Background: an optimization exercise with open tools, aiming at small area, a short achievable clock period and few clock cycles. Do not read the settings as production practice. RTL that was checked went through simulation tests only; none was proved equivalent to the original. For run 5, only the layout was checked, not whether the RTL still works.

==> flow/config.mk <==
export PLATFORM = sky130hd
export DESIGN_NAME = edge_acc
export DESIGN_NICKNAME = edge_acc
export VERILOG_FILES = /design/flow/design.v
export SDC_FILE = /design/flow/constraint.sdc
export NUM_CORES = 4
export LEC_CHECK = 0
export CAP_MARGIN = 20
export CORE_MARGIN = 2
export CORE_UTILIZATION = 68
export CTS_CLUSTER_DIAMETER = 100
export CTS_CLUSTER_SIZE = 30
export SLEW_MARGIN = 20
export BUFFER_PORTS_ARGS = -buffer_cell sky130_fd_sc_hd__buf_2
==> flow/constraint.sdc <==
create_clock -name core_clock -period 11.0 [get_ports {clk}]
set_input_delay 2.2000 -clock core_clock [delete_from_list [all_inputs] [get_ports {clk}]]
set_output_delay 2.2000 -clock core_clock [all_outputs]
set_load 0.01 [all_outputs]
==> flow/design.v <==
package edge_pkg;
  localparam int LINE_LENGTH    = 16;                           
  localparam int LINE_COUNT     = 6;                            
  localparam int PIX_PER_WORD   = 4;                            
  localparam int WORDS_PER_LINE = LINE_LENGTH / PIX_PER_WORD;   
  typedef logic [7:0]  pixel_t;   
  typedef logic [31:0] word_t;    
  typedef logic [15:0] addr_t;    
  localparam int SRC_BASE = 0;                                  
  localparam int DST_BASE = WORDS_PER_LINE * LINE_COUNT;        
  localparam int LAST_STEP = 49;
endpackage
`timescale 1ns/1ps
module sobel_lane (
  input  logic              clk,
  input  logic [9:0]        s0,    
  input  logic [9:0]        s2,    
  input  logic signed [8:0] d0,    
  input  logic signed [8:0] d1,    
  input  logic signed [8:0] d2,    
  output edge_pkg::pixel_t  pix
);
  logic [10:0] dx;
  logic [10:0] dy;
  logic        sx, sy;         
  logic [7:0]  ax, ay;         
  logic        big;            
  logic        sx_q, sy_q, big_q;
  logic [7:0]  ax_q, ay_q;
  logic [8:0]  t;
  logic [8:0]  u;
  assign dx  = {1'b0, s2} - {1'b0, s0};
  assign dy  = {{2{d0[8]}}, d0} + {{2{d2[8]}}, d2} + {d1[8], d1, 1'b0};
  assign sx  = dx[10];
  assign sy  = dy[10];
  assign ax  = dx[7:0] ^ {8{sx}};
  assign ay  = dy[7:0] ^ {8{sy}};
  assign big = (dx[10:8] != {3{sx}}) || (dy[10:8] != {3{sy}});
  always_ff @(posedge clk) begin
    sx_q  <= sx;
    sy_q  <= sy;
    ax_q  <= ax;
    ay_q  <= ay;
    big_q <= big;
  end
  assign t   = {1'b0, ax_q} + {1'b0, ay_q} + {8'd0, sx_q};
  assign u   = {1'b0, t[7:0]} + {8'd0, sy_q};
  assign pix = (big_q || t[8] || u[8]) ? 8'hff : u[7:0];
endmodule
`timescale 1ns/1ps
module line_buffer (
  input  logic                 clk,
  input  logic                 clear,    
  input  logic                 push,     
  input  logic                 vpush,    
  input  edge_pkg::word_t      data_r,
  output logic                 lclamp,   
  output logic                 rclamp,   
  output logic [4:1][7:0]      top,      
  output logic [4:1][7:0]      mid,
  output logic [4:1][7:0]      bot
);
  edge_pkg::word_t q [9];
  logic [31:8]     q9;
  logic [1:0]      widx;     
  logic            row0;     
  always_ff @(posedge clk) begin
    if (clear) begin
      widx   <= 2'd0;
      row0   <= 1'b1;
      lclamp <= 1'b0;
      rclamp <= 1'b0;
    end else if (push) begin
      widx   <= widx + 2'd1;
      lclamp <= (widx == 2'd1);
      rclamp <= (widx == 2'd0);
      if (widx == 2'd3) row0 <= 1'b0;
    end
  end
  always_ff @(posedge clk) begin
    if (push) begin
      q[0] <= vpush ? q[3] : data_r;
      q[1] <= q[0];
      q[2] <= q[1];
      q[3] <= q[2];
      q[4] <= row0 ? data_r : q[3];
      q[5] <= q[4];
      q[6] <= q[5];
      q[7] <= q[6];
      q[8] <= q[7];
      q9   <= q[8][31:8];
    end
  end
  assign bot = {q[0][7:0], q[1][31:8]};
  assign mid = {q[4][7:0], q[5][31:8]};
  assign top = {q[8][7:0], q9};
endmodule
`timescale 1ns/1ps
module acc_control (
  input  logic            clk,
  input  logic            reset,
  input  logic            start,
  output logic            finish,
  output edge_pkg::addr_t addr,
  output logic            en,
  output logic            we,
  output logic            clear,    
  output logic            push,     
  output logic            vpush     
);
  logic       run;       
  logic       fin;       
  logic [3:0] blk;       
  logic [2:0] ph;        
  logic [3:0] blk_n;     
  logic [2:0] ph_n;
  logic [5:0] addr_q;    
  logic [5:0] base_n;    
  logic       last;      
  logic       go;        
  logic       rd_n, wr_n, vr, rd;
  assign last  = (blk == 4'd9) && (ph == 3'd3);
  assign go    = !run && !fin && start;
  assign ph_n  = (ph == 3'd4) ? 3'd0 : ph + 3'd1;
  assign blk_n = (ph == 3'd4) ? blk + 4'd1 : blk;
  function automatic logic blk_write(input logic [3:0] b);
    blk_write = (b == 4'd2) || (b == 4'd4) || (b == 4'd6) || (b == 4'd8) || (b == 4'd9);
  endfunction
  assign wr_n = blk_write(blk_n);
  assign rd_n = !blk_write(blk_n) && !((blk_n == 4'd7) && (ph_n == 3'd4));
  assign rd   = !blk_write(blk) && !((blk == 4'd7) && (ph == 3'd4));
  assign vr   = ((blk == 4'd7) && (ph == 3'd4)) || ((blk == 4'd8) && (ph != 3'd4));
  always_comb begin
    case (blk_n)
      4'd1:    base_n = 6'd5;
      4'd2:    base_n = 6'd24;
      4'd3:    base_n = 6'd10;
      4'd4:    base_n = 6'd29;
      4'd5:    base_n = 6'd15;
      4'd6:    base_n = 6'd34;
      4'd7:    base_n = 6'd20;
      4'd8:    base_n = 6'd39;
      4'd9:    base_n = 6'd44;
      default: base_n = 6'd0;
    endcase
  end
  assign addr  = {10'd0, addr_q};
  assign clear = !run && !fin;
  always_ff @(posedge clk or posedge reset) begin
    if (reset) begin
      run    <= 1'b0;
      fin    <= 1'b0;
      en     <= 1'b0;
      finish <= 1'b0;
    end else begin
      run    <= go || (run && !last);
      fin    <= (run && last) || (fin && start);
      finish <= (run && last) || (finish && start);
      en     <= go || (run && !last && (rd_n || wr_n));
    end
  end
  always_ff @(posedge clk) begin
    push  <= run && (rd || vr);
    vpush <= vr;
    we    <= wr_n;
    if (!run) begin
      blk    <= 4'd0;
      ph     <= 3'd0;
      addr_q <= 6'd0;
    end else begin
      blk    <= blk_n;
      ph     <= ph_n;
      addr_q <= base_n + {3'd0, ph_n};
    end
  end
endmodule
`timescale 1ns/1ps
module edge_acc (
  input  logic            clk,
  input  logic            reset,
  input  logic            start,    
  output logic            finish,   
  output edge_pkg::addr_t addr,
  output logic            en,
  output logic            we,
  output edge_pkg::word_t data_w,
  input  edge_pkg::word_t data_r
);
  logic clear, push, vpush;
  logic lclamp;                   
  logic rclamp;                   
  logic cols_q;                   
  logic [4:1][7:0] top, mid, bot;
  logic [9:0]        s_n [1:4];   
  logic signed [8:0] d_n [1:4];   
  logic [9:0]        s_q [1:4];   
  logic signed [8:0] d_q [1:4];
  logic [9:0]        s_r;         
  logic signed [8:0] d_r;         
  logic [9:0]        s_c;         
  logic signed [8:0] d_c;
  logic [9:0]        s_l;         
  logic signed [8:0] d_l;         
  edge_pkg::pixel_t  lane_pix [4];
  acc_control u_ctrl (
    .clk    (clk),
    .reset  (reset),
    .start  (start),
    .finish (finish),
    .addr   (addr),
    .en     (en),
    .we     (we),
    .clear  (clear),
    .push   (push),
    .vpush  (vpush)
  );
  line_buffer u_lbuf (
    .clk    (clk),
    .clear  (clear),
    .push   (push),
    .vpush  (vpush),
    .data_r (data_r),
    .lclamp (lclamp),
    .rclamp (rclamp),
    .top    (top),
    .mid    (mid),
    .bot    (bot)
  );
  always_comb begin
    for (int c = 1; c < 5; c++) begin
      s_n[c] = {2'b00, top[c]} + {1'b0, mid[c], 1'b0} + {2'b00, bot[c]};
      d_n[c] = {1'b0, top[c]} - {1'b0, bot[c]};
    end
  end
  always_ff @(posedge clk) begin
    for (int c = 1; c < 5; c++) begin
      s_q[c] <= s_n[c];
      d_q[c] <= d_n[c];
    end
    s_r    <= rclamp ? s_n[3] : s_n[4];
    d_r    <= rclamp ? d_n[3] : d_n[4];
    cols_q <= push;
  end
  always_ff @(posedge clk) begin
    if (cols_q) begin
      s_c <= s_q[4];
      d_c <= d_q[4];
      s_l <= lclamp ? s_q[4] : s_q[3];
      d_l <= lclamp ? d_q[4] : d_q[3];
    end
  end
  logic [9:0]        lane_s0 [4];
  logic [9:0]        lane_s2 [4];
  logic signed [8:0] lane_d0 [4];
  logic signed [8:0] lane_d1 [4];
  logic signed [8:0] lane_d2 [4];
  assign lane_s0[0] = s_l;
  assign lane_d0[0] = d_l;
  assign lane_s0[1] = s_c;
  assign lane_d0[1] = d_c;
  assign lane_d1[0] = d_c;
  for (genvar j = 2; j < 4; j++) begin : g_left
    assign lane_s0[j] = s_q[j - 1];
    assign lane_d0[j] = d_q[j - 1];
  end
  for (genvar j = 1; j < 4; j++) begin : g_centre
    assign lane_d1[j] = d_q[j];
  end
  assign lane_s2[3] = s_r;
  assign lane_d2[3] = d_r;
  for (genvar j = 0; j < 3; j++) begin : g_right
    assign lane_s2[j] = s_q[j + 1];
    assign lane_d2[j] = d_q[j + 1];
  end
  for (genvar j = 0; j < 4; j++) begin : g_lane
    sobel_lane u_lane (
      .clk (clk),
      .s0  (lane_s0[j]),
      .s2  (lane_s2[j]),
      .d0  (lane_d0[j]),
      .d1  (lane_d1[j]),
      .d2  (lane_d2[j]),
      .pix (lane_pix[j])
    );
  end
  always_ff @(posedge clk) begin
    for (int j = 0; j < 4; j++) begin
      data_w[8*j +: 8] <= lane_pix[j];   
    end
  end
endmodule
==> flow/flow/run.sh <==
#!/bin/bash
cp standard.sh standard_sh.copy.log
cat flow/extra.mk >> config.mk
bash standard.sh > standard.log 2>&1
==> flow/flow/extra.mk <==
export BUFFER_PORTS_ARGS = -buffer_cell sky130_fd_sc_hd__buf_2
==> flow/standard.sh <==
#!/bin/bash
# synth_recipe.tcl (not shown) runs the flow's synth.tcl, then flattens the netlist and writes it again
# the make line also repeats each setting of config.mk as NAME=value (left out here)
make -C /OpenROAD-flow-scripts/flow DESIGN_CONFIG=/design/flow/config.mk WORK_HOME=/design/flow/orfs CLKGATE_MAP_FILE= SYNTH_SCRIPT=/design/flow/synth_recipe.tcl "${@:-finish}"
==> flow_results.xml, run 1 <==
<?xml version="1.0" encoding="UTF-8"?>
<metrics>
  <group name="die">
    <metric name="initial_utilization" unit="">0.687</metric>
    <metric name="ioPinCount" unit="">86</metric>
    <metric name="core-area" unit="um^2">39500</metric>
    <metric name="placement_rows" unit="">73</metric>
    <metric name="die_height" unit="um">204</metric>
    <metric name="floorplan.die_area" unit="um^2">41600</metric>
    <metric name="fp.dieW" unit="um">204</metric>
  </group>
  <group name="layout">
    <metric name="multi_input_area" unit="um^2">11400</metric>
    <metric name="fraction_of_layout_cells_with_a_size_suffix_above_1" unit="">0.105</metric>
    <metric name="fillers" unit="">2634</metric>
    <metric name="n_antenna_cell" unit="">0</metric>
    <metric name="nNetsFinal" unit="">2483</metric>
    <metric name="syn_to_final_growth" unit="%">6.00</metric>
    <metric name="seqCellArea" unit="um^2">15000</metric>
  </group>
  <group name="outcome">
    <metric name="outcome" unit="">complete, no violations</metric>
  </group>
  <group name="route">
    <metric name="wirelength" unit="um">50900</metric>
    <metric name="wl_met1" unit="um">22900</metric>
    <metric name="dr.first_iter.drc_count" unit="">1088</metric>
    <metric name="drt-wirelength-per-cell" unit="um">18.9</metric>
    <metric name="detail-route-antenna-nets" unit="">0</metric>
    <metric name="met2_wirelength" unit="um">24900</metric>
    <metric name="total_drc_errors_in_the_routed_layout" unit="">0</metric>
    <metric name="detailedRoute.firstPassIterationCount" unit="">5</metric>
    <metric name="wl_met3" unit="um">1730</metric>
    <metric name="detailroute.via_count" unit="">15345</metric>
    <metric name="dr.max_layer_used" unit="">met4</metric>
    <metric name="drt-vias-per-instance" unit="">5.69</metric>
  </group>
  <group name="yosys">
    <metric name="yosysUniqueCellTypes" unit="">75</metric>
    <metric name="yosysMostFrequentCell" unit="">sky130_fd_sc_hd__edfxtp_1</metric>
    <metric name="ys.flop_type" unit="">sky130_fd_sc_hd__edfxtp_1</metric>
    <metric name="synthTopCellsByArea" unit="">sky130_fd_sc_hd__edfxtp_1, sky130_fd_sc_hd__dfxtp_1, sky130_fd_sc_hd__ha_1</metric>
    <metric name="synth_warnings" unit="">24</metric>
    <metric name="netlist_instances" unit="">2073</metric>
    <metric name="synth_enable_flop_cells" unit="">348</metric>
    <metric name="synth_top_cell_area_share" unit="">0.384</metric>
    <metric name="synthDominantAreaCellType" unit="">sky130_fd_sc_hd__edfxtp_1</metric>
    <metric name="async_reset_ff_frac" unit="">0.00699</metric>
    <metric name="post_synth_most_frequent_cells" unit="">sky130_fd_sc_hd__edfxtp_1, sky130_fd_sc_hd__dfxtp_1, sky130_fd_sc_hd__ha_1</metric>
    <metric name="synth-seq-cells" unit="">572</metric>
    <metric name="synth.yosys.seq_area_share" unit="">0.550</metric>
    <metric name="area_of_the_mapped_netlist" unit="um^2">27200</metric>
    <metric name="syn_avg_cell_area" unit="um^2">13.1</metric>
  </group>
  <group name="critical_path">
    <metric name="timing_worst_setup_path_type" unit="">register to primary output</metric>
    <metric name="crit_required" unit="ns">8.80</metric>
    <metric name="critical_path.top_delay_family" unit="">flip-flops</metric>
    <metric name="crit_path_max_incr_delay" unit="ns">0.41</metric>
    <metric name="crit_slowest_cell" unit="">sky130_fd_sc_hd__dfrtp_1</metric>
    <metric name="rr_worst_depth" unit="">16</metric>
    <metric name="worst-path-stages" unit="">1</metric>
    <metric name="number_of_buffer_and_inverter_stages_on_the_critical_path" unit="">1</metric>
    <metric name="timing.critical_path.from_type" unit="">register</metric>
    <metric name="worst_setup_path_end_kind" unit="">primary output</metric>
    <metric name="worstPathMaxFanout" unit="">1</metric>
    <metric name="critical_path.cell_chain" unit="">buf_2</metric>
    <metric name="critical_path_arrival" unit="ns">1.12</metric>
  </group>
  <group name="timing">
    <metric name="max_slew_headroom_at_the_worst_pin" unit="">0.302</metric>
    <metric name="drv_slew" unit="">0</metric>
    <metric name="max_slew.worst_pin.slew" unit="ns">1.04</metric>
    <metric name="grt_setup_unrepaired" unit="">false</metric>
    <metric name="final_worst_path_period_share" unit="">0.302</metric>
    <metric name="tns" unit="ns">0</metric>
    <metric name="hold_violations" unit="">0</metric>
    <metric name="fmax" unit="GHz">0.301</metric>
    <metric name="period_needed" unit="ns">3.32</metric>
    <metric name="setup-violations-final" unit="">0</metric>
    <metric name="finClkSkew" unit="ns">0.0223</metric>
  </group>
  <group name="grt">
    <metric name="total_global_routing_track_utilization" unit="">0.250</metric>
    <metric name="grt_pass1_wl" unit="um">80600</metric>
    <metric name="final_global_route_overflow_total" unit="">0</metric>
    <metric name="first_global_vias" unit="">15259</metric>
    <metric name="grt_antenna_before_repair" unit="">2</metric>
    <metric name="maximum_number_of_pins_on_one_net_before_global_route_repair" unit="">95</metric>
  </group>
  <group name="clock_network">
    <metric name="cts_sinks" unit="">572</metric>
    <metric name="post_cts_buffers" unit="">0</metric>
    <metric name="ctsResizeCount" unit="">0</metric>
    <metric name="tritoncts" unit="">done</metric>
    <metric name="cts-htree-levels" unit="">1</metric>
    <metric name="cts_inserted_buffers" unit="">23</metric>
    <metric name="clk_latency" unit="ns">0.57</metric>
    <metric name="cts_hold_buffers" unit="">0</metric>
    <metric name="clock_tree.buffer_depth" unit="">3</metric>
    <metric name="path_clk_slew" unit="ns">0.11</metric>
    <metric name="clock_tree.root_cell" unit="">sky130_fd_sc_hd__clkbuf_16</metric>
  </group>
  <group name="placed_design">
    <metric name="place.detailed.hpwl" unit="um">38900</metric>
    <metric name="port_buffers" unit="">75</metric>
    <metric name="place.gp.congestion" unit="">0.878</metric>
  </group>
  <group name="hold_path">
    <metric name="number_of_instances_on_the_worst_hold_path" unit="">0</metric>
    <metric name="hold_class" unit="">register to register</metric>
  </group>
  <group name="job">
    <metric name="maxCapViolCount" unit="">0</metric>
  </group>
</metrics>
[path summary, 6_finish.rpt]
path                                                 from  slack (ns)                          end
max in group asynchronous                           reset        9.38         u_ctrl.run$_DFF_PP0_
worst min-delay path            u_lbuf.q[4][19]$_DFFE_PP_        0.42    u_lbuf.q[5][19]$_DFFE_PP_
min in group asynchronous                           reset        1.48      u_ctrl.finish$_DFF_PP0_
worst max-delay path                  u_ctrl.en$_DFF_PP0_        7.68                           en
worst min register to register  u_lbuf.q[4][19]$_DFFE_PP_        0.42    u_lbuf.q[5][19]$_DFFE_PP_
worst max register to register    u_ctrl.ph[0]$_SDFF_PN0_        7.69  u_ctrl.addr_q[4]$_SDFF_PN0_
[metal layers]
layer	GRT usage	vias up
met5	0	-
met4	0.0701	0
met3	0.0266	74
met2	0.431	229
met1	0.341	7596
li1	-	7446
[cell type report]
cell class / count / share of cell area
clock inverter: 1 / 0.00104
inverter: 180 / 0.0234
clock buffer: 40 / 0.0229
tap: 525 / 0.0228
sequential: 572 / 0.519
timing repair buffer: 81 / 0.0147
multi-input combinational: 1299 / 0.396
[cell usage in the layout, fill, tap and decap left out, types with 52 or more instances in the layout]
| cell type | Yosys | routed |
|---|---|---|
| sky130_fd_sc_hd__edfxtp_1 | 348 | 348 |
| sky130_fd_sc_hd__dfxtp_1 | 220 | 219 |
| sky130_fd_sc_hd__ha_1 | 202 | 202 |
| sky130_fd_sc_hd__inv_1 | 179 | 179 |
| sky130_fd_sc_hd__xnor2_1 | 138 | 138 |
| sky130_fd_sc_hd__mux2_2 | 95 | 95 |
| sky130_fd_sc_hd__nor2_1 | 94 | 94 |
| sky130_fd_sc_hd__a21oi_1 | 94 | 94 |
| sky130_fd_sc_hd__fa_1 | 89 | 89 |
| sky130_fd_sc_hd__o21ai_0 | 88 | 88 |
| sky130_fd_sc_hd__buf_2 | 1 | 75 |
| sky130_fd_sc_hd__xor2_1 | 54 | 54 |
| sky130_fd_sc_hd__nand2_1 | 52 | 52 |
[per-stage QoR]
step	std cells	util	hold slack, ns	worst slack [ns]	cell area [um^2]
6_report	2698	0.729	0.417	7.68	28800
5_1_grt	2698	0.729	0.427	7.33	28800
4_1_cts	2698	0.728	0.422	7.59	28800
3_5_place_dp	2657	0.711	0.405	7.57	28100
3_3_place_gp	2657	0.711	0.400	7.61	28100
2_1_floorplan	2082	-	0.400	2.96	27200
[state kept, by name (all words and copies together) (netlist names), 8 cells and up]
name	count
s_q	36
s_r	9
u_lbuf.q9	24
s_l	10
d_l	8
d_c	8
g_lane.u_lane.ay_q	32
data_w	32
g_lane.u_lane.ax_q	32
s_c	10
d_r	9
d_q	36
u_lbuf.q	288
[cell families (layout without fill, tap and decap cells)]
kind of cell | Yosys count | count (layout) | share of synthesized area
compound gates | 362 | 362 | 0.0863
xor+xnor | 197 | 197 | 0.0657
fa+ha+maj | 291 | 291 | 0.159
buf+inv | 211 | 302 | 0.0314
flops | 572 | 572 | 0.550
mux | 109 | 109 | 0.0445
other cells | 1 | 10 | 0.000138
simple gates | 330 | 330 | 0.0633
Testbench counts, summed over its fixed seeds: cycles 9,784.
==> run 2: changes to the inputs <==
--- a/flow/config.mk
+++ b/flow/config.mk
@@ -7,7 +7,7 @@
 export LEC_CHECK = 0
 export CAP_MARGIN = 20
 export CORE_MARGIN = 2
-export CORE_UTILIZATION = 68
+export CORE_UTILIZATION = 45
 export CTS_CLUSTER_DIAMETER = 100
 export CTS_CLUSTER_SIZE = 30
 export SLEW_MARGIN = 20
==> run 2 against run 1 <==
Compared with the run above: first-iteration DRC count is 14% lower; critical endpoint is now u_ctrl.addr_q[4]$_SDFF_PN0_; critical path type is now register to register; synthesized cell count stayed put; global-route usage is 8.4 points lower; cell count is 9.7% higher; non-clock buffer count is 3 lower; synthesized area stayed put; worst hold slack better by 0.00077 ns; critical path depth is 15 higher; count of clock-buffer cells in the layout is 1 lower; cell area is 1.7% higher; largest cell class unchanged; maximum frequency is 1.7% lower; still clean.
==> flow_results.xml, run 2 <==
<?xml version="1.0" encoding="UTF-8"?>
<metrics>
  <group name="outcome">
    <metric name="outcome" unit="">complete, no violations</metric>
  </group>
  <group name="yosys">
    <metric name="synth_warnings" unit="">24</metric>
    <metric name="async_reset_ff_frac" unit="">0.00699</metric>
    <metric name="synthDominantAreaCellType" unit="">sky130_fd_sc_hd__edfxtp_1</metric>
    <metric name="synth.yosys.seq_area_share" unit="">0.550</metric>
    <metric name="ys.flop_type" unit="">sky130_fd_sc_hd__edfxtp_1</metric>
    <metric name="synthTopCellsByArea" unit="">sky130_fd_sc_hd__edfxtp_1, sky130_fd_sc_hd__dfxtp_1, sky130_fd_sc_hd__ha_1</metric>
    <metric name="synth-seq-cells" unit="">572</metric>
    <metric name="synth_enable_flop_cells" unit="">348</metric>
    <metric name="yosysUniqueCellTypes" unit="">75</metric>
    <metric name="netlist_instances" unit="">2073</metric>
    <metric name="syn_avg_cell_area" unit="um^2">13.1</metric>
    <metric name="synth_top_cell_area_share" unit="">0.384</metric>
    <metric name="post_synth_most_frequent_cells" unit="">sky130_fd_sc_hd__edfxtp_1, sky130_fd_sc_hd__dfxtp_1, sky130_fd_sc_hd__ha_1</metric>
    <metric name="area_of_the_mapped_netlist" unit="um^2">27200</metric>
    <metric name="yosysMostFrequentCell" unit="">sky130_fd_sc_hd__edfxtp_1</metric>
  </group>
  <group name="critical_path">
    <metric name="critical_path_arrival" unit="ns">3.88</metric>
    <metric name="timing.reg2reg.setup_slack" unit="ns">7.62</metric>
    <metric name="critical_path.top_delay_family" unit="">adder cells</metric>
    <metric name="worst_setup_path_end_kind" unit="">register</metric>
    <metric name="number_of_buffer_and_inverter_stages_on_the_critical_path" unit="">3</metric>
    <metric name="worstPathMaxFanout" unit="">6</metric>
    <metric name="crit_slowest_cell" unit="">sky130_fd_sc_hd__mux2i_1</metric>
    <metric name="critical_path.cell_chain" unit="">inv_1, ha_1, nand2_1, mux2i_1, ha_1, and2_1, a21oi_1, o21ai_0, ha_1, inv_1, fa_1, inv_1, a21oi_1, nor2_1, xor2_1, and2_1</metric>
    <metric name="crit_path_start" unit="">u_ctrl.ph[0]$_SDFF_PN0_</metric>
    <metric name="crit_required" unit="ns">11.50</metric>
    <metric name="timing_worst_setup_path_type" unit="">register to register</metric>
    <metric name="crit_path_max_incr_delay" unit="ns">0.51</metric>
    <metric name="crit_reg_reg_startpoint" unit="">u_ctrl.ph[0]$_SDFF_PN0_</metric>
    <metric name="timing.critical_path.from_type" unit="">register</metric>
  </group>
  <group name="layout">
    <metric name="largest_registers" unit="">u_lbuf.q (288), d_q (36), s_q (36)</metric>
    <metric name="mostFrequentLayoutCell" unit="">sky130_fd_sc_hd__edfxtp_1</metric>
    <metric name="syn_to_final_growth" unit="%">7.86</metric>
    <metric name="n_antenna_cell" unit="">0</metric>
    <metric name="fillers" unit="">5282</metric>
    <metric name="fraction_of_layout_cells_with_a_size_suffix_above_1" unit="">0.111</metric>
    <metric name="top_register" unit="">u_lbuf.q</metric>
    <metric name="largest_register_ff_count" unit="">288</metric>
    <metric name="nNetsFinal" unit="">2483</metric>
    <metric name="final_area" unit="um^2">29300</metric>
    <metric name="most-common-layout-cells" unit="">sky130_fd_sc_hd__edfxtp_1, sky130_fd_sc_hd__dfxtp_1, sky130_fd_sc_hd__ha_1, sky130_fd_sc_hd__inv_1, sky130_fd_sc_hd__xnor2_1</metric>
  </group>
  <group name="die">
    <metric name="placement_rows" unit="">90</metric>
    <metric name="initial_utilization" unit="">0.453</metric>
    <metric name="ioPinCount" unit="">86</metric>
    <metric name="floorplan.die_area" unit="um^2">62400</metric>
    <metric name="core-area" unit="um^2">60000</metric>
    <metric name="die_height" unit="um">250</metric>
    <metric name="fp.dieW" unit="um">250</metric>
  </group>
  <group name="clock_network">
    <metric name="clock_tree.root_cell" unit="">sky130_fd_sc_hd__clkbuf_16</metric>
    <metric name="post_cts_buffers" unit="">0</metric>
    <metric name="cts-htree-levels" unit="">1</metric>
    <metric name="path_clk_slew" unit="ns">0.11</metric>
    <metric name="clock_tree.buffer_depth" unit="">3</metric>
    <metric name="tritoncts" unit="">done</metric>
    <metric name="cts_inserted_buffers" unit="">26</metric>
    <metric name="ctsResizeCount" unit="">0</metric>
    <metric name="cts_hold_buffers" unit="">0</metric>
    <metric name="cts_sinks" unit="">572</metric>
    <metric name="clk_latency" unit="ns">0.61</metric>
  </group>
  <group name="timing">
    <metric name="fmax" unit="GHz">0.296</metric>
    <metric name="tns" unit="ns">0</metric>
    <metric name="drv_slew" unit="">0</metric>
    <metric name="setup-violations-final" unit="">0</metric>
    <metric name="final_worst_path_period_share" unit="">0.307</metric>
    <metric name="max_slew.worst_pin.slew" unit="ns">1.07</metric>
    <metric name="hold_violations" unit="">0</metric>
    <metric name="grt_setup_unrepaired" unit="">false</metric>
    <metric name="finClkSkew" unit="ns">0.0395</metric>
    <metric name="max_slew_headroom_at_the_worst_pin" unit="">0.285</metric>
    <metric name="period_needed" unit="ns">3.38</metric>
  </group>
  <group name="route">
    <metric name="detail-route-antenna-nets" unit="">0</metric>
    <metric name="drt-wirelength-per-cell" unit="um">17.4</metric>
    <metric name="total_drc_errors_in_the_routed_layout" unit="">0</metric>
    <metric name="wirelength" unit="um">51600</metric>
    <metric name="detailroute.via_count" unit="">15033</metric>
    <metric name="drt-vias-per-instance" unit="">5.08</metric>
    <metric name="dr.max_layer_used" unit="">met5</metric>
    <metric name="met2_wirelength" unit="um">23900</metric>
    <metric name="detailedRoute.firstPassIterationCount" unit="">5</metric>
    <metric name="dr.first_iter.drc_count" unit="">940</metric>
    <metric name="wl_met3" unit="um">2050</metric>
    <metric name="wl_met1" unit="um">23800</metric>
  </group>
  <group name="grt">
    <metric name="final_global_route_overflow_total" unit="">0</metric>
    <metric name="maximum_number_of_pins_on_one_net_before_global_route_repair" unit="">182</metric>
    <metric name="total_global_routing_track_utilization" unit="">0.166</metric>
    <metric name="first_global_vias" unit="">15261</metric>
    <metric name="grt_antenna_before_repair" unit="">2</metric>
    <metric name="grt_pass1_wl" unit="um">82300</metric>
  </group>
  <group name="placed_design">
    <metric name="port_buffers" unit="">75</metric>
    <metric name="post_place_instance_area" unit="um^2">28400</metric>
    <metric name="place.detailed.hpwl" unit="um">39100</metric>
    <metric name="place.gp.congestion" unit="">0.885</metric>
  </group>
  <group name="hold_path">
    <metric name="hp-start" unit="">u_lbuf.q[0][29]$_DFFE_PP_</metric>
    <metric name="hold_class" unit="">register to register</metric>
  </group>
  <group name="job">
    <metric name="maxCapViolCount" unit="">0</metric>
  </group>
</metrics>
[run 2: cell counts after synthesis]
No cell type changed its count.
[run 2: stage by stage]
stage	hold WS, ns	std cells	worst slack [ns]	util
2_1_floorplan	0.400	2082	2.96	-
3_3_place_gp	0.400	2911	7.85	0.474
3_5_place_dp	0.405	2911	7.65	0.474
4_1_cts	0.423	2959	7.58	0.488
5_1_grt	0.424	2959	7.35	0.488
6_report	0.417	2959	7.62	0.488
[run 2: cells by family after synthesis]
kind of cell	count (synthesis)	synth area share
buffers and inverters	211	0.0314
DFF	572	0.550
xor gates and xnor gates	197	0.0657
adders and majority gates	291	0.159
AOI/OAI and AO/OA	362	0.0863
other	1	0.000138
muxes	109	0.0445
and+or+nand+nor	330	0.0633
[run 2: metal layers]
layer,global-route usage,vias up
met1,0.222,7283
met2,0.275,197
li1,-,7460
met5,0,-
met3,0.0258,89
met4,0.0590,4
[run 2: layout make-up]
| cell class | count | area, um^2 | area share |
|---|---|---|---|
| multi-input combinational | 1299 | 11400 | 0.389 |
| tap | 782 | 978 | 0.0334 |
| sequential | 572 | 15000 | 0.510 |
| inverter | 180 | 676 | 0.0230 |
| clock buffer | 39 | 732 | 0.0250 |
| clock inverter | 9 | 150 | 0.00512 |
| timing repair buffer | 78 | 410 | 0.0140 |
[run 2: final timing paths]
kind,endpoint,cells after the start
worst max-delay path,u_ctrl.addr_q[4]$_SDFF_PN0_,16
worst min-delay path,u_lbuf.q[1][29]$_DFFE_PP_,0
worst max register to register,u_ctrl.addr_q[4]$_SDFF_PN0_,16
worst min register to register,u_lbuf.q[1][29]$_DFFE_PP_,0
max in group asynchronous,u_ctrl.en$_DFF_PP0_,2
min in group asynchronous,u_ctrl.finish$_DFF_PP0_,2
==> run 3: changes to the inputs <==
--- a/flow/config.mk
+++ b/flow/config.mk
@@ -7,7 +7,7 @@
 export LEC_CHECK = 0
 export CAP_MARGIN = 20
 export CORE_MARGIN = 2
-export CORE_UTILIZATION = 45
+export CORE_UTILIZATION = 55
 export CTS_CLUSTER_DIAMETER = 100
 export CTS_CLUSTER_SIZE = 30
 export SLEW_MARGIN = 20
==> run 3 against run 2 <==
Compared with the run above: synthesized area stayed put; global-route usage increased by 4.0 points; setup slack better by 0.075 ns; count of clock-buffer cells in the layout unchanged; die area down 18%; flip-flop and latch count unchanged; via count about the same; routed wire length grew 1.0%; synthesized cell count unchanged; register-to-register slack improved by 0.17 ns.
==> flow_results.xml, run 3 <==
<?xml version="1.0" encoding="UTF-8"?>
<metrics>
  <group name="critical_path">
    <metric name="crit_required" unit="ns">8.80</metric>
    <metric name="crit_path_max_incr_delay" unit="ns">0.39</metric>
    <metric name="worstPathMaxFanout" unit="">2</metric>
    <metric name="critical_path_arrival" unit="ns">1.11</metric>
    <metric name="critical_path.cell_chain" unit="">buf_2</metric>
    <metric name="critical_path.top_delay_family" unit="">flip-flops</metric>
    <metric name="timing.reg2reg.setup_slack" unit="ns">7.79</metric>
    <metric name="worst_setup_path_end_kind" unit="">primary output</metric>
    <metric name="number_of_buffer_and_inverter_stages_on_the_critical_path" unit="">1</metric>
    <metric name="timing_worst_setup_path_type" unit="">register to primary output</metric>
    <metric name="crit_slowest_cell" unit="">sky130_fd_sc_hd__dfrtp_1</metric>
    <metric name="timing.critical_path.from_type" unit="">register</metric>
  </group>
  <group name="yosys">
    <metric name="synth-compound-area-share" unit="">0.0863</metric>
    <metric name="post_synth_xor_area_fraction" unit="">0.0657</metric>
    <metric name="synthDominantAreaCellType" unit="">sky130_fd_sc_hd__edfxtp_1</metric>
    <metric name="synth_top_cell_area_share" unit="">0.384</metric>
    <metric name="synth_top_family_by_area" unit="">adder cells</metric>
    <metric name="yosysMostFrequentCell" unit="">sky130_fd_sc_hd__edfxtp_1</metric>
    <metric name="yosysUniqueCellTypes" unit="">75</metric>
    <metric name="syn_avg_cell_area" unit="um^2">13.1</metric>
    <metric name="synth.area.mux_share" unit="">0.0445</metric>
    <metric name="netlist_instances" unit="">2073</metric>
    <metric name="ys.flop_type" unit="">sky130_fd_sc_hd__edfxtp_1</metric>
    <metric name="synth-seq-cells" unit="">572</metric>
    <metric name="synth_enable_flop_cells" unit="">348</metric>
    <metric name="area_of_the_mapped_netlist" unit="um^2">27200</metric>
    <metric name="post_synthesis_share_of_cell_area_spent_on_and_or_nand_and_nor_gates" unit="">0.0633</metric>
    <metric name="synth_warnings" unit="">24</metric>
    <metric name="post_synth_most_frequent_cells" unit="">sky130_fd_sc_hd__edfxtp_1, sky130_fd_sc_hd__dfxtp_1, sky130_fd_sc_hd__ha_1</metric>
    <metric name="synth.yosys.seq_area_share" unit="">0.550</metric>
    <metric name="synthTopCellsByArea" unit="">sky130_fd_sc_hd__edfxtp_1, sky130_fd_sc_hd__dfxtp_1, sky130_fd_sc_hd__ha_1</metric>
    <metric name="post_synth_fa_ha_maj_area_fraction" unit="">0.159</metric>
    <metric name="async_reset_ff_frac" unit="">0.00699</metric>
  </group>
  <group name="route">
    <metric name="detail-route-antenna-nets" unit="">0</metric>
    <metric name="drt-wirelength-per-cell" unit="um">18.4</metric>
    <metric name="total_drc_errors_in_the_routed_layout" unit="">0</metric>
    <metric name="dr.first_iter.drc_count" unit="">1003</metric>
    <metric name="wirelength" unit="um">52100</metric>
    <metric name="detailedRoute.firstPassIterationCount" unit="">5</metric>
    <metric name="drt-vias-per-instance" unit="">5.29</metric>
    <metric name="detailroute.via_count" unit="">15023</metric>
  </group>
  <group name="outcome">
    <metric name="outcome" unit="">complete, no violations</metric>
  </group>
  <group name="hold_path">
    <metric name="hold_class" unit="">register to register</metric>
  </group>
  <group name="timing">
    <metric name="max_slew.worst_pin.slew" unit="ns">1.11</metric>
    <metric name="setup-violations-final" unit="">0</metric>
    <metric name="tns" unit="ns">0</metric>
    <metric name="period_needed" unit="ns">3.31</metric>
    <metric name="drv_slew" unit="">0</metric>
    <metric name="finClkSkew" unit="ns">0.0230</metric>
    <metric name="fmax" unit="GHz">0.302</metric>
    <metric name="final_worst_path_period_share" unit="">0.301</metric>
    <metric name="hold_violations" unit="">0</metric>
    <metric name="max_slew_headroom_at_the_worst_pin" unit="">0.260</metric>
    <metric name="final.hold.worst_slack" unit="ns">0.413</metric>
    <metric name="grt_setup_unrepaired" unit="">false</metric>
  </group>
  <group name="clock_network">
    <metric name="cts_inserted_buffers" unit="">24</metric>
    <metric name="ctsResizeCount" unit="">0</metric>
    <metric name="clock_tree.root_cell" unit="">sky130_fd_sc_hd__clkbuf_16</metric>
    <metric name="post_cts_buffers" unit="">0</metric>
    <metric name="cts_sinks" unit="">572</metric>
    <metric name="clk_latency" unit="ns">0.60</metric>
    <metric name="cts-htree-levels" unit="">1</metric>
    <metric name="cts_hold_buffers" unit="">0</metric>
    <metric name="path_clk_slew" unit="ns">0.11</metric>
    <metric name="clock_tree.buffer_depth" unit="">3</metric>
    <metric name="tritoncts" unit="">done</metric>
  </group>
  <group name="layout">
    <metric name="fraction_of_layout_cells_with_a_size_suffix_above_1" unit="">0.106</metric>
    <metric name="mostFrequentLayoutCell" unit="">sky130_fd_sc_hd__edfxtp_1</metric>
    <metric name="largest_register_ff_count" unit="">288</metric>
    <metric name="most-common-layout-cells" unit="">sky130_fd_sc_hd__edfxtp_1, sky130_fd_sc_hd__dfxtp_1, sky130_fd_sc_hd__ha_1, sky130_fd_sc_hd__inv_1, sky130_fd_sc_hd__xnor2_1</metric>
    <metric name="fillers" unit="">4003</metric>
    <metric name="n_antenna_cell" unit="">0</metric>
    <metric name="syn_to_final_growth" unit="%">6.85</metric>
    <metric name="top_register" unit="">u_lbuf.q</metric>
    <metric name="nNetsFinal" unit="">2483</metric>
    <metric name="largest_registers" unit="">u_lbuf.q (288), d_q (36), s_q (36)</metric>
  </group>
  <group name="grt">
    <metric name="final_global_route_overflow_total" unit="">0</metric>
    <metric name="maximum_number_of_pins_on_one_net_before_global_route_repair" unit="">189</metric>
    <metric name="grt_pass1_wl" unit="um">80200</metric>
    <metric name="grt_antenna_before_repair" unit="">0</metric>
    <metric name="total_global_routing_track_utilization" unit="">0.206</metric>
    <metric name="first_global_vias" unit="">14461</metric>
  </group>
  <group name="die">
    <metric name="placement_rows" unit="">81</metric>
    <metric name="floorplan.die_area" unit="um^2">51200</metric>
    <metric name="die_height" unit="um">226</metric>
    <metric name="core-area" unit="um^2">48800</metric>
    <metric name="fp.dieW" unit="um">226</metric>
    <metric name="initial_utilization" unit="">0.556</metric>
    <metric name="ioPinCount" unit="">86</metric>
  </group>
  <group name="placed_design">
    <metric name="place.gp.congestion" unit="">0.871</metric>
    <metric name="place.detailed.hpwl" unit="um">40200</metric>
    <metric name="port_buffers" unit="">75</metric>
  </group>
  <group name="job">
    <metric name="maxCapViolCount" unit="">0</metric>
  </group>
</metrics>
[run 3: layer usage]
layer  routed length [um]  GRT usage  up-vias
met5                    0          0        -
met4                 1900     0.0747        0
met3                 1400     0.0222       62
met2                23600      0.326      188
met1                25200      0.296     7314
li1                     -          -     7459
[run 3: layout make-up]
class                      instances  area, um^2  area share
tap                              664         831      0.0286
clock buffer                      39         678      0.0233
timing repair buffer              80         425      0.0146
clock inverter                     4        67.6     0.00233
inverter                         180         676      0.0233
sequential                       572       15000       0.515
multi-input combinational       1299       11400       0.393
[run 3: cell families (layout without fill, tap and decap cells)]
group,Yosys count,count (layout)
other,1,10
and+or+nand+nor,330,330
DFF,572,572
muxes,109,109
AOI/OAI and AO/OA,362,362
adders and majority gates,291,291
buffers and inverters,211,303
xor gates and xnor gates,197,197
[run 3: per-stage QoR]
| step | instances | util | setup slack (ns) | area (um^2) |
|---|---|---|---|---|
| detailed placement | 2795 | 0.579 | 7.79 | 28300 |
| global route | 2838 | 0.595 | 7.39 | 29000 |
| CTS | 2838 | 0.595 | 7.66 | 29000 |
| floorplan | 2082 | - | 2.96 | 27200 |
| global placement | 2795 | 0.579 | 7.84 | 28300 |
| finish | 2838 | 0.595 | 7.69 | 29000 |
[run 3: final timing paths]
kind | startpoint | endpoint | depth (start not counted)
min in group asynchronous | reset | u_ctrl.fin$_DFF_PP0_ | 2
max in group asynchronous | reset | u_ctrl.en$_DFF_PP0_ | 2
hold reg to reg | u_lbuf.q[2][28]$_DFFE_PP_ | u_lbuf.q[3][28]$_DFFE_PP_ | 0
hold / removal | u_lbuf.q[2][28]$_DFFE_PP_ | u_lbuf.q[3][28]$_DFFE_PP_ | 0
setup reg to reg | u_ctrl.ph[0]$_SDFF_PN0_ | u_ctrl.addr_q[5]$_SDFF_PN0_ | 14
setup / recovery | u_ctrl.finish$_DFF_PP0_ | finish | 1
[run 3: worst register-to-register path: cells and delay by family (launching register included)]
kind | cells | cell delay, ns
simple gates | 4 | 0.54
xor+xnor | 1 | 0.15
fa+ha+maj | 3 | 0.82
mux | 1 | 0.47
buf+inv | 1 | 0.06
flops | 1 | 0.39
compound gates | 4 | 0.70
==> run 4: changes to the inputs <==
==> flow/flow/extra.mk (replaced) <==
export BUFFER_PORTS_ARGS = -buffer_cell sky130_fd_sc_hd__buf_2
export CTS_ARGS = -sink_clustering_enable -repair_clock_nets -sink_clustering_size 30 -sink_clustering_max_diameter 100 -distance_between_buffers 500
--- a/flow/config.mk
+++ b/flow/config.mk
@@ -12,3 +12,4 @@
 export CTS_CLUSTER_SIZE = 30
 export SLEW_MARGIN = 20
 export BUFFER_PORTS_ARGS = -buffer_cell sky130_fd_sc_hd__buf_2
+export CTS_ARGS = -sink_clustering_enable -repair_clock_nets -sink_clustering_size 30 -sink_clustering_max_diameter 100 -distance_between_buffers 500
==> run 4 against run 3 <==
Compared with the run above: still clean; global-route usage unchanged; via count unchanged; first-iteration DRC count unchanged; synthesized cell count unchanged; critical path depth unchanged; cell area unchanged; setup slack unchanged; clock skew unchanged; cell count unchanged; critical endpoint unchanged; largest cell class unchanged; highest routed layer unchanged.
==> flow_results.xml, run 4 <==
<?xml version="1.0" encoding="UTF-8"?>
<metrics>
  <group name="yosys">
    <metric name="area_of_the_mapped_netlist" unit="um^2">27200</metric>
    <metric name="syn_avg_cell_area" unit="um^2">13.1</metric>
    <metric name="synth.yosys.seq_area_share" unit="">0.550</metric>
    <metric name="synth_top_cell_area_share" unit="">0.384</metric>
    <metric name="synth_warnings" unit="">24</metric>
    <metric name="yosysMostFrequentCell" unit="">sky130_fd_sc_hd__edfxtp_1</metric>
    <metric name="yosysUniqueCellTypes" unit="">75</metric>
    <metric name="synth_enable_flop_cells" unit="">348</metric>
    <metric name="async_reset_ff_frac" unit="">0.00699</metric>
    <metric name="netlist_instances" unit="">2073</metric>
    <metric name="ys.flop_type" unit="">sky130_fd_sc_hd__edfxtp_1</metric>
    <metric name="synthTopCellsByArea" unit="">sky130_fd_sc_hd__edfxtp_1, sky130_fd_sc_hd__dfxtp_1, sky130_fd_sc_hd__ha_1</metric>
    <metric name="synth-seq-cells" unit="">572</metric>
    <metric name="synthDominantAreaCellType" unit="">sky130_fd_sc_hd__edfxtp_1</metric>
    <metric name="post_synth_most_frequent_cells" unit="">sky130_fd_sc_hd__edfxtp_1, sky130_fd_sc_hd__dfxtp_1, sky130_fd_sc_hd__ha_1</metric>
  </group>
  <group name="critical_path">
    <metric name="worstPathMaxFanout" unit="">2</metric>
    <metric name="crit_required" unit="ns">8.80</metric>
    <metric name="critical_path_arrival" unit="ns">1.11</metric>
    <metric name="timing_worst_setup_path_type" unit="">register to primary output</metric>
    <metric name="crit_reg_reg_startpoint" unit="">u_ctrl.ph[0]$_SDFF_PN0_</metric>
    <metric name="worst-path-stages" unit="">1</metric>
    <metric name="timing.reg2reg.setup_slack" unit="ns">7.79</metric>
    <metric name="critical_path.cell_chain" unit="">buf_2</metric>
    <metric name="crit_path_max_incr_delay" unit="ns">0.39</metric>
    <metric name="rr_worst_depth" unit="">14</metric>
    <metric name="worstReg2RegEnd" unit="">u_ctrl.addr_q[5]$_SDFF_PN0_</metric>
    <metric name="worst_setup_path_end_kind" unit="">primary output</metric>
    <metric name="timing.critical_path.from_type" unit="">register</metric>
    <metric name="critical_path.top_delay_family" unit="">flip-flops</metric>
    <metric name="crit_slowest_cell" unit="">sky130_fd_sc_hd__dfrtp_1</metric>
    <metric name="worstSetupEndpoint" unit="">finish</metric>
    <metric name="number_of_buffer_and_inverter_stages_on_the_critical_path" unit="">1</metric>
    <metric name="crit_path_start" unit="">u_ctrl.finish$_DFF_PP0_</metric>
  </group>
  <group name="timing">
    <metric name="fmax" unit="GHz">0.302</metric>
    <metric name="grt_setup_unrepaired" unit="">false</metric>
    <metric name="finClkSkew" unit="ns">0.0230</metric>
    <metric name="period_needed" unit="ns">3.31</metric>
    <metric name="final_worst_path_period_share" unit="">0.301</metric>
    <metric name="max_slew_headroom_at_the_worst_pin" unit="">0.260</metric>
    <metric name="tns" unit="ns">0</metric>
    <metric name="drv_slew" unit="">0</metric>
    <metric name="setup-violations-final" unit="">0</metric>
    <metric name="hold_violations" unit="">0</metric>
    <metric name="max_slew.worst_pin.slew" unit="ns">1.11</metric>
  </group>
  <group name="layout">
    <metric name="nNetsFinal" unit="">2483</metric>
    <metric name="largest_register_ff_count" unit="">288</metric>
    <metric name="most-common-layout-cells" unit="">sky130_fd_sc_hd__edfxtp_1, sky130_fd_sc_hd__dfxtp_1, sky130_fd_sc_hd__ha_1, sky130_fd_sc_hd__inv_1, sky130_fd_sc_hd__xnor2_1</metric>
    <metric name="top_register" unit="">u_lbuf.q</metric>
    <metric name="fraction_of_layout_cells_with_a_size_suffix_above_1" unit="">0.106</metric>
    <metric name="mostFrequentLayoutCell" unit="">sky130_fd_sc_hd__edfxtp_1</metric>
    <metric name="n_antenna_cell" unit="">0</metric>
    <metric name="fillers" unit="">4003</metric>
    <metric name="largest_registers" unit="">u_lbuf.q (288), d_q (36), s_q (36)</metric>
    <metric name="layoutNonFillerInstCount" unit="">2838</metric>
    <metric name="syn_to_final_growth" unit="%">6.85</metric>
  </group>
  <group name="placed_design">
    <metric name="port_buffers" unit="">75</metric>
    <metric name="count_of_placed_standard_cells_including_taps" unit="">2795</metric>
    <metric name="place.gp.congestion" unit="">0.871</metric>
    <metric name="place.detailed.hpwl" unit="um">40200</metric>
  </group>
  <group name="clock_network">
    <metric name="clk_latency" unit="ns">0.60</metric>
    <metric name="cts_inserted_buffers" unit="">24</metric>
    <metric name="cts-htree-levels" unit="">1</metric>
    <metric name="tritoncts" unit="">done</metric>
    <metric name="ctsResizeCount" unit="">0</metric>
    <metric name="cts_sinks" unit="">572</metric>
    <metric name="clock_tree.root_cell" unit="">sky130_fd_sc_hd__clkbuf_16</metric>
    <metric name="clock_tree.buffer_depth" unit="">3</metric>
    <metric name="post_cts_buffers" unit="">0</metric>
    <metric name="cts_hold_buffers" unit="">0</metric>
    <metric name="path_clk_slew" unit="ns">0.11</metric>
  </group>
  <group name="route">
    <metric name="detailroute.via_count" unit="">15023</metric>
    <metric name="total_drc_errors_in_the_routed_layout" unit="">0</metric>
    <metric name="wirelength" unit="um">52100</metric>
    <metric name="detail-route-antenna-nets" unit="">0</metric>
    <metric name="drt-vias-per-instance" unit="">5.29</metric>
    <metric name="detailedRoute.firstPassIterationCount" unit="">5</metric>
    <metric name="dr.first_iter.drc_count" unit="">1003</metric>
    <metric name="drt-wirelength-per-cell" unit="um">18.4</metric>
  </group>
  <group name="grt">
    <metric name="maximum_number_of_pins_on_one_net_before_global_route_repair" unit="">189</metric>
    <metric name="final_global_route_overflow_total" unit="">0</metric>
    <metric name="total_global_routing_track_utilization" unit="">0.206</metric>
    <metric name="grt_pass1_wl" unit="um">80200</metric>
    <metric name="grt_antenna_before_repair" unit="">0</metric>
    <metric name="first_global_vias" unit="">14461</metric>
  </group>
  <group name="die">
    <metric name="core-area" unit="um^2">48800</metric>
    <metric name="initial_utilization" unit="">0.556</metric>
    <metric name="die_height" unit="um">226</metric>
    <metric name="placement_rows" unit="">81</metric>
    <metric name="ioPinCount" unit="">86</metric>
    <metric name="floorplan.die_area" unit="um^2">51200</metric>
    <metric name="fp.dieW" unit="um">226</metric>
  </group>
  <group name="hold_path">
    <metric name="hold_class" unit="">register to register</metric>
  </group>
  <group name="job">
    <metric name="maxCapViolCount" unit="">0</metric>
  </group>
  <group name="outcome">
    <metric name="outcome" unit="">complete, no violations</metric>
  </group>
</metrics>
==> run 4: cell counts in the layout (fill, tap and decap cells not counted) <==
Identical to the previous run, type by type.
==> run 4: per-layer routing <==
| metal | wire length, um | global-route usage |
|---|---|---|
| met1 | 25200 | 0.296 |
| met2 | 23600 | 0.326 |
| met3 | 1400 | 0.0222 |
| met4 | 1900 | 0.0747 |
| met5 | 0 | 0 |
==> run 4: worst min-delay path by stage <==
stage	slack (ns)	cells past startpoint	start	endpoint
final	0.41	0	u_lbuf.q[2][28]$_DFFE_PP_	u_lbuf.q[3][28]$_DFFE_PP_
after global routing	0.43	0	u_lbuf.q[4][21]$_DFFE_PP_	u_lbuf.q[5][21]$_DFFE_PP_
after CTS	0.42	0	u_lbuf.q[2][28]$_DFFE_PP_	u_lbuf.q[3][28]$_DFFE_PP_
after detailed placement	0.40	0	u_lbuf.q[8][12]$_DFFE_PP_	u_lbuf.q9[12]$_DFFE_PP_
after global placement	0.40	0	u_lbuf.q[7][12]$_DFFE_PP_	u_lbuf.q[8][12]$_DFFE_PP_
after floorplan	0.40	0	u_lbuf.q[8][10]$_DFFE_PP_	u_lbuf.q9[10]$_DFFE_PP_
==> run 4: cell type report <==
type / count / area (um^2) / area share
clock buffers: 39 / 678 / 0.0233
multi-input cells: 1299 / 11400 / 0.393
repair buffers: 80 / 425 / 0.0146
inverters: 180 / 676 / 0.0233
well taps: 664 / 831 / 0.0286
clock inverters: 4 / 67.6 / 0.00233
flip-flops and latches: 572 / 15000 / 0.515
==> run 4: cell families after synthesis <==
group / synth area share
compound gates: 0.0863
xor+xnor: 0.0657
fa+ha+maj: 0.159
buf+inv: 0.0314
flops: 0.550
mux: 0.0445
other cells: 0.000138
simple gates: 0.0633
==> run 4: through the flow <==
stage / cell area (um^2) / setup slack, ns / util / hold WS (ns)
3_5_place_dp: 28300 / 7.79 / 0.579 / 0.405
2_1_floorplan: 27200 / 2.96 / - / 0.400
6_report: 29000 / 7.69 / 0.595 / 0.413
4_1_cts: 29000 / 7.66 / 0.595 / 0.419
3_3_place_gp: 28300 / 7.84 / 0.579 / 0.400
5_1_grt: 29000 / 7.39 / 0.595 / 0.431
==> run 5: changes to the inputs <==
--- a/flow/design.v
+++ b/flow/design.v
@@ -27,8 +27,7 @@
   logic        big;            
   logic        sx_q, sy_q, big_q;
   logic [7:0]  ax_q, ay_q;
-  logic [8:0]  t;
-  logic [8:0]  u;
+  logic [9:0]  u;
   assign dx  = {1'b0, s2} - {1'b0, s0};
   assign dy  = {{2{d0[8]}}, d0} + {{2{d2[8]}}, d2} + {d1[8], d1, 1'b0};
   assign sx  = dx[10];
@@ -43,9 +42,8 @@
     ay_q  <= ay;
     big_q <= big;
   end
-  assign t   = {1'b0, ax_q} + {1'b0, ay_q} + {8'd0, sx_q};
-  assign u   = {1'b0, t[7:0]} + {8'd0, sy_q};
-  assign pix = (big_q || t[8] || u[8]) ? 8'hff : u[7:0];
+  assign u   = {2'b00, ax_q} + {2'b00, ay_q} + {8'd0, sx_q & sy_q, sx_q ^ sy_q};
+  assign pix = (big_q || (u[9:8] != 2'd0)) ? 8'hff : u[7:0];
 endmodule
 `timescale 1ns/1ps
 module line_buffer (
==> flow/flow/extra.mk (replaced) <==
export BUFFER_PORTS_ARGS = -buffer_cell sky130_fd_sc_hd__buf_2
--- a/flow/config.mk
+++ b/flow/config.mk
@@ -12,4 +12,3 @@
 export CTS_CLUSTER_SIZE = 30
 export SLEW_MARGIN = 20
 export BUFFER_PORTS_ARGS = -buffer_cell sky130_fd_sc_hd__buf_2
-export CTS_ARGS = -sink_clustering_enable -repair_clock_nets -sink_clustering_size 30 -sink_clustering_max_diameter 100 -distance_between_buffers 500
==> run 5 against run 4 <==
Compared with the run above: routed wire length rose by 4.7%; non-clock buffer count rose by 1; synthesized area rose by 1.4%; count of clock-buffer cells in the layout fell by 3; flip-flop and latch count did not move; cell area rose by 1.4%; cell count rose by 3.2%; setup slack got worse by 0.13 ns; via count rose by 5.7%; critical path type is now register to register; critical endpoint is now g_lane[2].u_lane.big_q$_DFF_P_; largest cell class unchanged.
==> flow_results.xml, run 5 <==
<?xml version="1.0" encoding="UTF-8"?>
<metrics>
  <group name="critical_path">
    <metric name="crit_required" unit="ns">11.48</metric>
    <metric name="critical_path_arrival" unit="ns">3.91</metric>
    <metric name="crit_slowest_cell" unit="">sky130_fd_sc_hd__dfxtp_1</metric>
    <metric name="worstReg2RegEnd" unit="">g_lane[2].u_lane.big_q$_DFF_P_</metric>
    <metric name="crit_reg_reg_startpoint" unit="">d_q[1][5]$_DFF_P_</metric>
    <metric name="number_of_buffer_and_inverter_stages_on_the_critical_path" unit="">1</metric>
    <metric name="critical_path.cell_chain" unit="">fa_1, ha_1, and2_1, a31oi_1, nand4_1, a2111oi_2, nor3_1, buf_4, or3_1, a2111o_1</metric>
    <metric name="worst_setup_path_end_kind" unit="">register</metric>
    <metric name="crit_path_max_incr_delay" unit="ns">0.47</metric>
    <metric name="timing.critical_path.from_type" unit="">register</metric>
    <metric name="timing.reg2reg.setup_slack" unit="ns">7.57</metric>
    <metric name="rr_worst_depth" unit="">10</metric>
    <metric name="worstPathMaxFanout" unit="">11</metric>
    <metric name="worstSetupEndpoint" unit="">g_lane[2].u_lane.big_q$_DFF_P_</metric>
    <metric name="timing_worst_setup_path_type" unit="">register to register</metric>
    <metric name="worst-path-stages" unit="">10</metric>
    <metric name="critical_path.top_delay_family" unit="">compound AO/OA/AOI/OAI gates</metric>
    <metric name="crit_path_start" unit="">d_q[1][5]$_DFF_P_</metric>
  </group>
  <group name="yosys">
    <metric name="synthDominantAreaCellType" unit="">sky130_fd_sc_hd__edfxtp_1</metric>
    <metric name="synth.yosys.seq_area_share" unit="">0.543</metric>
    <metric name="yosysUniqueCellTypes" unit="">83</metric>
    <metric name="synthTopCellsByArea" unit="">sky130_fd_sc_hd__edfxtp_1, sky130_fd_sc_hd__dfxtp_1, sky130_fd_sc_hd__ha_1</metric>
    <metric name="synth_enable_flop_cells" unit="">348</metric>
    <metric name="yosysMostFrequentCell" unit="">sky130_fd_sc_hd__edfxtp_1</metric>
    <metric name="async_reset_ff_frac" unit="">0.00699</metric>
    <metric name="post_synth_most_frequent_cells" unit="">sky130_fd_sc_hd__edfxtp_1, sky130_fd_sc_hd__dfxtp_1, sky130_fd_sc_hd__ha_1</metric>
    <metric name="synth.area.mux_share" unit="">0.0471</metric>
    <metric name="area_of_the_mapped_netlist" unit="um^2">27600</metric>
    <metric name="synth-compound-area-share" unit="">0.0881</metric>
    <metric name="synth_warnings" unit="">24</metric>
    <metric name="ys.flop_type" unit="">sky130_fd_sc_hd__edfxtp_1</metric>
    <metric name="syn_avg_cell_area" unit="um^2">12.8</metric>
    <metric name="post_synth_fa_ha_maj_area_fraction" unit="">0.160</metric>
    <metric name="post_synthesis_share_of_cell_area_spent_on_and_or_nand_and_nor_gates" unit="">0.0760</metric>
    <metric name="post_synth_xor_area_fraction" unit="">0.0563</metric>
    <metric name="netlist_instances" unit="">2158</metric>
    <metric name="synth_top_cell_area_share" unit="">0.379</metric>
    <metric name="synth_top_family_by_area" unit="">adder cells</metric>
    <metric name="synth-seq-cells" unit="">572</metric>
  </group>
  <group name="die">
    <metric name="fp.dieW" unit="um">228</metric>
    <metric name="initial_utilization" unit="">0.554</metric>
    <metric name="ioPinCount" unit="">86</metric>
    <metric name="placement_rows" unit="">82</metric>
    <metric name="die_height" unit="um">228</metric>
    <metric name="core-area" unit="um^2">49800</metric>
    <metric name="floorplan.die_area" unit="um^2">51900</metric>
  </group>
  <group name="clock_network">
    <metric name="cts_inserted_buffers" unit="">24</metric>
    <metric name="clock_tree.buffer_depth" unit="">3</metric>
    <metric name="clk_latency" unit="ns">0.59</metric>
    <metric name="path_clk_slew" unit="ns">0.11</metric>
    <metric name="clock_tree.root_cell" unit="">sky130_fd_sc_hd__clkbuf_16</metric>
    <metric name="ctsResizeCount" unit="">0</metric>
    <metric name="cts_sinks" unit="">572</metric>
    <metric name="post_cts_buffers" unit="">0</metric>
    <metric name="cts_hold_buffers" unit="">0</metric>
    <metric name="cts-htree-levels" unit="">1</metric>
    <metric name="tritoncts" unit="">done</metric>
  </group>
  <group name="timing">
    <metric name="drv_slew" unit="">0</metric>
    <metric name="final_worst_path_period_share" unit="">0.312</metric>
    <metric name="tns" unit="ns">0</metric>
    <metric name="fmax" unit="GHz">0.291</metric>
    <metric name="hold_violations" unit="">0</metric>
    <metric name="fin_ws" unit="ns">7.57</metric>
    <metric name="grt_setup_unrepaired" unit="">false</metric>
    <metric name="setup-violations-final" unit="">0</metric>
    <metric name="max_slew_headroom_at_the_worst_pin" unit="">0.267</metric>
    <metric name="finClkSkew" unit="ns">0.0160</metric>
    <metric name="period_needed" unit="ns">3.43</metric>
    <metric name="max_slew.worst_pin.slew" unit="ns">1.10</metric>
  </group>
  <group name="layout">
    <metric name="largest_registers" unit="">u_lbuf.q (288), d_q (36), s_q (36)</metric>
    <metric name="fillers" unit="">4075</metric>
    <metric name="mostFrequentLayoutCell" unit="">sky130_fd_sc_hd__edfxtp_1</metric>
    <metric name="syn_to_final_growth" unit="%">6.92</metric>
    <metric name="most-common-layout-cells" unit="">sky130_fd_sc_hd__edfxtp_1, sky130_fd_sc_hd__dfxtp_1, sky130_fd_sc_hd__ha_1, sky130_fd_sc_hd__inv_1, sky130_fd_sc_hd__nor2_1</metric>
    <metric name="top_register" unit="">u_lbuf.q</metric>
    <metric name="n_antenna_cell" unit="">0</metric>
    <metric name="fraction_of_layout_cells_with_a_size_suffix_above_1" unit="">0.105</metric>
    <metric name="largest_register_ff_count" unit="">288</metric>
    <metric name="nNetsFinal" unit="">2573</metric>
  </group>
  <group name="grt">
    <metric name="total_global_routing_track_utilization" unit="">0.210</metric>
    <metric name="first_global_vias" unit="">15816</metric>
    <metric name="final_global_route_overflow_total" unit="">0</metric>
    <metric name="maximum_number_of_pins_on_one_net_before_global_route_repair" unit="">185</metric>
    <metric name="grt_pass1_wl" unit="um">85300</metric>
    <metric name="grt_antenna_before_repair" unit="">1</metric>
  </group>
  <group name="route">
    <metric name="dr.first_iter.drc_count" unit="">838</metric>
    <metric name="detail-route-antenna-nets" unit="">0</metric>
    <metric name="detailroute.via_count" unit="">15880</metric>
    <metric name="drt-wirelength-per-cell" unit="um">18.6</metric>
    <metric name="drt-vias-per-instance" unit="">5.42</metric>
    <metric name="detailedRoute.firstPassIterationCount" unit="">5</metric>
    <metric name="total_drc_errors_in_the_routed_layout" unit="">0</metric>
    <metric name="wirelength" unit="um">54600</metric>
  </group>
  <group name="job">
    <metric name="maxCapViolCount" unit="">0</metric>
  </group>
  <group name="hold_path">
    <metric name="hp-start" unit="">u_lbuf.q[8][31]$_DFFE_PP_</metric>
    <metric name="hold_class" unit="">register to register</metric>
  </group>
  <group name="placed_design">
    <metric name="place.detailed.hpwl" unit="um">42300</metric>
    <metric name="port_buffers" unit="">75</metric>
    <metric name="place.gp.congestion" unit="">0.853</metric>
    <metric name="dp_worst_setup_slack" unit="ns">7.61</metric>
  </group>
  <group name="outcome">
    <metric name="outcome" unit="">complete, no violations</metric>
  </group>
</metrics>
## run 5: cell count changes after synthesis, moves of 11 or more
cell / previous run / this run
sky130_fd_sc_hd__nand2_1: 52 / 83
sky130_fd_sc_hd__nor2_1: 94 / 131
sky130_fd_sc_hd__o31a_1: 16 / 4
sky130_fd_sc_hd__xor2_1: 54 / 75
sky130_fd_sc_hd__a21oi_1: 94 / 83
sky130_fd_sc_hd__xnor2_1: 138 / 102
sky130_fd_sc_hd__o21a_1: 41 / 29
sky130_fd_sc_hd__nor3_1: 12 / 29
sky130_fd_sc_hd__nand2b_1: 35 / 19
## run 5: how the worst min path moves through the flow
stage | end | slack [ns] | cells after the start
2_1_floorplan | u_lbuf.q9[10]$_DFFE_PP_ | 0.40 | 0
3_3_place_gp | u_lbuf.q[5][17]$_DFFE_PP_ | 0.40 | 0
3_5_place_dp | u_lbuf.q9[26]$_DFFE_PP_ | 0.40 | 0
4_1_cts | u_lbuf.q[8][1]$_DFFE_PP_ | 0.42 | 0
5_1_grt | u_lbuf.q[5][15]$_DFFE_PP_ | 0.43 | 0
6_report | u_lbuf.q9[31]$_DFFE_PP_ | 0.42 | 0
## run 5: layout make-up
class                   instances  area, um^2  area share
clock buffers                  36         667      0.0226
clock inverters                 8        92.6     0.00314
inverters                     169         634      0.0215
multi-input cells            1391       11800       0.402
flip-flops and latches        572       15000       0.508
well taps                     672         841      0.0285
repair buffers                 81         433      0.0147
## run 5: logic make-up (layout without fill, tap and decap cells)
family,Yosys count,in the layout
flip-flops,572,572
AND/OR/NAND/NOR,420,420
AO/OA/AOI/OAI,368,368
adder cells (fa/ha/maj),299,299
buffers and inverters,204,294
XOR/XNOR,177,177
multiplexers,117,117
other,1,10
## run 5: through the flow
| stage | hold WS, ns | utilization | instances | area, um^2 |
|---|---|---|---|---|
| global placement | 0.401 | 0.576 | 2885 | 28700 |
| detailed placement | 0.405 | 0.577 | 2885 | 28700 |
| floorplan | 0.400 | - | 2167 | 27600 |
| CTS | 0.419 | 0.592 | 2929 | 29400 |
| global route | 0.428 | 0.592 | 2929 | 29500 |
| finish | 0.416 | 0.592 | 2929 | 29500 |
## run 5: routing by layer
layer,global-route usage,vias to the layer above,wire length (um)
met5,0,-,0
met4,0.0639,0,1740
met3,0.0258,73,2050
met2,0.347,250,25500
met1,0.291,7734,25300
li1,-,7823,-

[what the ideal ports hide]
The flow's constraints put no driver on any port. The routed layouts listed below were extracted and timed again, unchanged, in two steps.
Step 1: set_driving_cell puts a clkbuf_16 on clk and a buf_2 on each other input, an assumption about the parent block.
Step 2 also shifts input and output timing later by t, the mid clock arrival at the registers, as if the neighbouring blocks saw the same clock.
Slacks: ideal ports / drivers / drivers and shift; pairs: ideal ports / drivers.
| run | t, ns | setup slack, ns | worst setup path at the end | latest minus earliest clock arrival (ns) | cell pins on the clock port's net |
|---|---|---|---|---|---|
| run 1 | 0.627 | 7.676 / 7.618 / 7.690 | register to register | 0.038 / 0.039 | 1 |
| run 2 | 0.651 | 7.618 / 7.575 / 7.618 | register to register | 0.039 / 0.039 | 1 |
| run 3 | 0.647 | 7.693 / 7.633 / 7.791 | register to register | 0.024 / 0.024 | 1 |
| run 4 | 0.647 | 7.693 / 7.633 / 7.791 | register to register | 0.024 / 0.024 | 1 |
| run 5 | 0.644 | 7.566 / 7.566 / 7.566 | register to register | 0.021 / 0.022 | 1 |
After both steps setup and hold are still met in every run listed.
